Background: an optimization exercise with open tools, aiming at small area and a short achievable clock period. Do not read the settings as production practice.
Where RTL was checked, it was by simulation tests only, not by an equivalence proof against the original.
Power and IR drop assume default switching activity.

== S ==
==> flow/design.v (excerpt) <==
module mic_pdm_core #(
  parameter int CLK_DIV = 4,
  parameter int DECIM   = 128,
  parameter int FIFO_AW = 9
) (
  input  logic        clk,
  input  logic        reset,
  input  logic        cs,
  input  logic        read,
  input  logic        write,
  input  logic [4:0]  addr,
  input  logic [31:0] wr_data,
  output logic [31:0] rd_data,
  output logic        mic_clk,
  input  logic        mic_data,
  output logic        mic_lrsel
);
For scale: ~5200 cells after synthesis, roughly 77 I/O pins, about 89000 um2 of cells after synthesis.
==> flow/config.mk <==
export PLATFORM = sky130hd
export DESIGN_NAME = mic_pdm_core
export DESIGN_NICKNAME = mic_pdm_core
export VERILOG_FILES = /design/flow/design.v
export SDC_FILE = /design/flow/constraint.sdc
export NUM_CORES = 4
export LEC_CHECK = 0
export CAP_MARGIN = 20
export CORE_MARGIN = 2
export CORE_UTILIZATION = 70
export SETUP_SLACK_MARGIN = 4.1
export SLEW_MARGIN = 20
export SYNTH_HIERARCHICAL = 1
export SYNTH_MINIMUM_KEEP_SIZE = 0
==> flow/constraint.sdc <==
create_clock -name core_clock -period 7.5 [get_ports {clk}]
set_input_delay 1.5000 -clock core_clock [delete_from_list [all_inputs] [get_ports {clk}]]
set_output_delay 1.5000 -clock core_clock [all_outputs]
set_load 0.01 [all_outputs]
standard.sh (not shown) runs the stock make flow with config.mk's settings and CLKGATE_MAP_FILE= SYNTH_SCRIPT=/design/flow/synth_recipe.tcl, a recipe that flattens the netlist after the stock synthesis.
==> flow/flow/run.sh <==
#!/bin/bash
# Standard ORFS layout; only the clock tree synthesis arguments differ:
# larger sink clusters and no dummy loads.
set -euo pipefail
export CTS_ARGS="-sink_clustering_enable -repair_clock_nets -dont_use_dummy_load -sink_clustering_size 30 -sink_clustering_max_diameter 60"
bash standard.sh > standard.log 2>&1
--- input diff S..Q ---
- setting ABC_AREA to 1 for the first time
--- outcome ---
Q reached the end of the flow, and the finished layout is clean on the timing, design-rule and antenna checks. Setup WNS S -> Q: worse. [compare] base=S new=Q: power per cell area now smaller; post-synthesis share of cell area spent on xor and xnor gates now smaller; mean post-synth cell area now smaller; synthesized-area fraction occupied by ao, oa, aoi and oai cells now smaller; area after detailed placement now smaller. Total of plain and repair buffers excluding clock buffers for Q: about 40% down relative to S. Fraction of met1 tracks used by global routing ended up 1.4 points lower on Q than on S. Lower summed area of non-filler cells in the final layout goes to Q over S. Compared with S, in Q pin count of the biggest net entering global routing went up, core utilization down 0.37 points.
Function was not checked in any run of this note: the RTL went through the layout flow alone.

* * *

Another version of the RTL of mic_pdm_core (not shown whole).
Size in the first run: about 5,800 cells after synthesis, roughly 3,900 flip-flops, roughly 77 I/O pins, roughly 89,000 um^2 of cells after synthesis.
Design mic_pdm_core, start of the top module:
module mic_pdm_core #(
  parameter int CLK_DIV = 4,
  parameter int DECIM   = 128,
  parameter int FIFO_AW = 9
) (
  input  logic        clk,
  input  logic        reset,
  input  logic        cs,
  input  logic        read,
  input  logic        write,
  input  logic [4:0]  addr,
  input  logic [31:0] wr_data,
  output logic [31:0] rd_data,
  output logic        mic_clk,
  input  logic        mic_data,
  output logic        mic_lrsel
);
==> flow/config.mk <==
export PLATFORM = sky130hd
export DESIGN_NAME = mic_pdm_core
export DESIGN_NICKNAME = mic_pdm_core
export VERILOG_FILES = /design/flow/design.v
export SDC_FILE = /design/flow/constraint.sdc
export NUM_CORES = 4
export LEC_CHECK = 0
export ABC_AREA = 1
export CAP_MARGIN = 20
export CORE_MARGIN = 2
export CORE_UTILIZATION = 70
export SETUP_SLACK_MARGIN = 4.1
export SLEW_MARGIN = 20
export SYNTH_HIERARCHICAL = 1
export SYNTH_MINIMUM_KEEP_SIZE = 0
==> flow/constraint.sdc <==
create_clock -name core_clock -period 7.5 [get_ports {clk}]
set_input_delay 1.5000 -clock core_clock [delete_from_list [all_inputs] [get_ports {clk}]]
set_output_delay 1.5000 -clock core_clock [all_outputs]
set_load 0.01 [all_outputs]
==> flow/flow/run.sh <==
#!/bin/bash
# Standard ORFS layout with two changes:
#  - clock tree synthesis: larger sink clusters and no dummy loads;
#  - pin placement: the address pins and the read data pins are kept in one
#    group, so the combinational address-to-read-data paths stay short.
set -euo pipefail
export CTS_ARGS="-sink_clustering_enable -repair_clock_nets -dont_use_dummy_load -sink_clustering_size 18 -sink_clustering_max_diameter 50 -buf_list {sky130_fd_sc_hd__clkbuf_8 sky130_fd_sc_hd__clkbuf_16}"
grp="addr[0] addr[1] cs write"
for i in $(seq 0 17); do grp="$grp rd_data[$i]"; done
export PLACE_PINS_ARGS="-group_pins {$grp}"
bash standard.sh > standard.log 2>&1
==> next run, changes <==
==> flow/flow/run.sh (replaced) <==
#!/bin/bash
# Standard ORFS layout; only the clock tree synthesis arguments differ:
# larger sink clusters and no dummy loads.
set -euo pipefail
export CTS_ARGS="-sink_clustering_enable -repair_clock_nets -dont_use_dummy_load -sink_clustering_size 30 -sink_clustering_max_diameter 60"
bash standard.sh > standard.log 2>&1
Settings changed: ABC_AREA 1 to unset, PLACE_DENSITY set to 0.85.
Routed wire length grows by 30%.
Worst setup slack degrades by 0.11 ns.
Hold slack degrades by 0.019 ns.
Global-route usage grows by 6.3 points.
Core utilization shrinks by 2.0 points.
Clock power shrinks by 23%.
Design area shrinks by 2.4%.
Count of clock-buffer cells in the layout shrinks by 116.
Final cell count shrinks by 8.2%.
==> next run, changes <==
Settings changed: CORE_UTILIZATION 70 to 82, PLACE_DENSITY 0.85 to unset.
What happened: The new run never finished: it broke off in clock tree synthesis (4_1_cts) (DPL-0033). Synthesized cell count is unchanged. Area after synthesis is unchanged.

[re-timing with driven ports]
How much do the figures lean on ideal ports? The routed layouts below were timed once more, with nothing changed but the port constraints. Step 1 assumes that a clkbuf_16 drives the clock port and a buf_2 every other input. Step 2 moves the port delays by t, midway between the first and last clock arrival at a register: inputs arrive t later, outputs are due t later. That takes back most of the time a late clock gives input paths. Slacks: ideal ports / drivers / drivers and shift; pairs: ideal ports / drivers.
run | t, ns | setup slack, ns | worst setup path at the end | worst slew at a driven data input, ns
S | 0.848 | 3.976 / 3.760 / 3.240 | input to register | 0.25
Q | 0.843 | 3.919 / 3.822 / 3.446 | input to register | 0.16
the first run of note 2 | 0.935 | 4.044 / 3.840 / 3.336 | input to register | 0.21
the second run of note 2 | 0.867 | 3.933 / 3.713 / 3.046 | input to register | 0.29
After both steps every run listed still meets setup and hold. The setup slack of the second run of note 2, which loses most, moves by -0.220 ns with the drivers and by -0.887 ns with both steps.
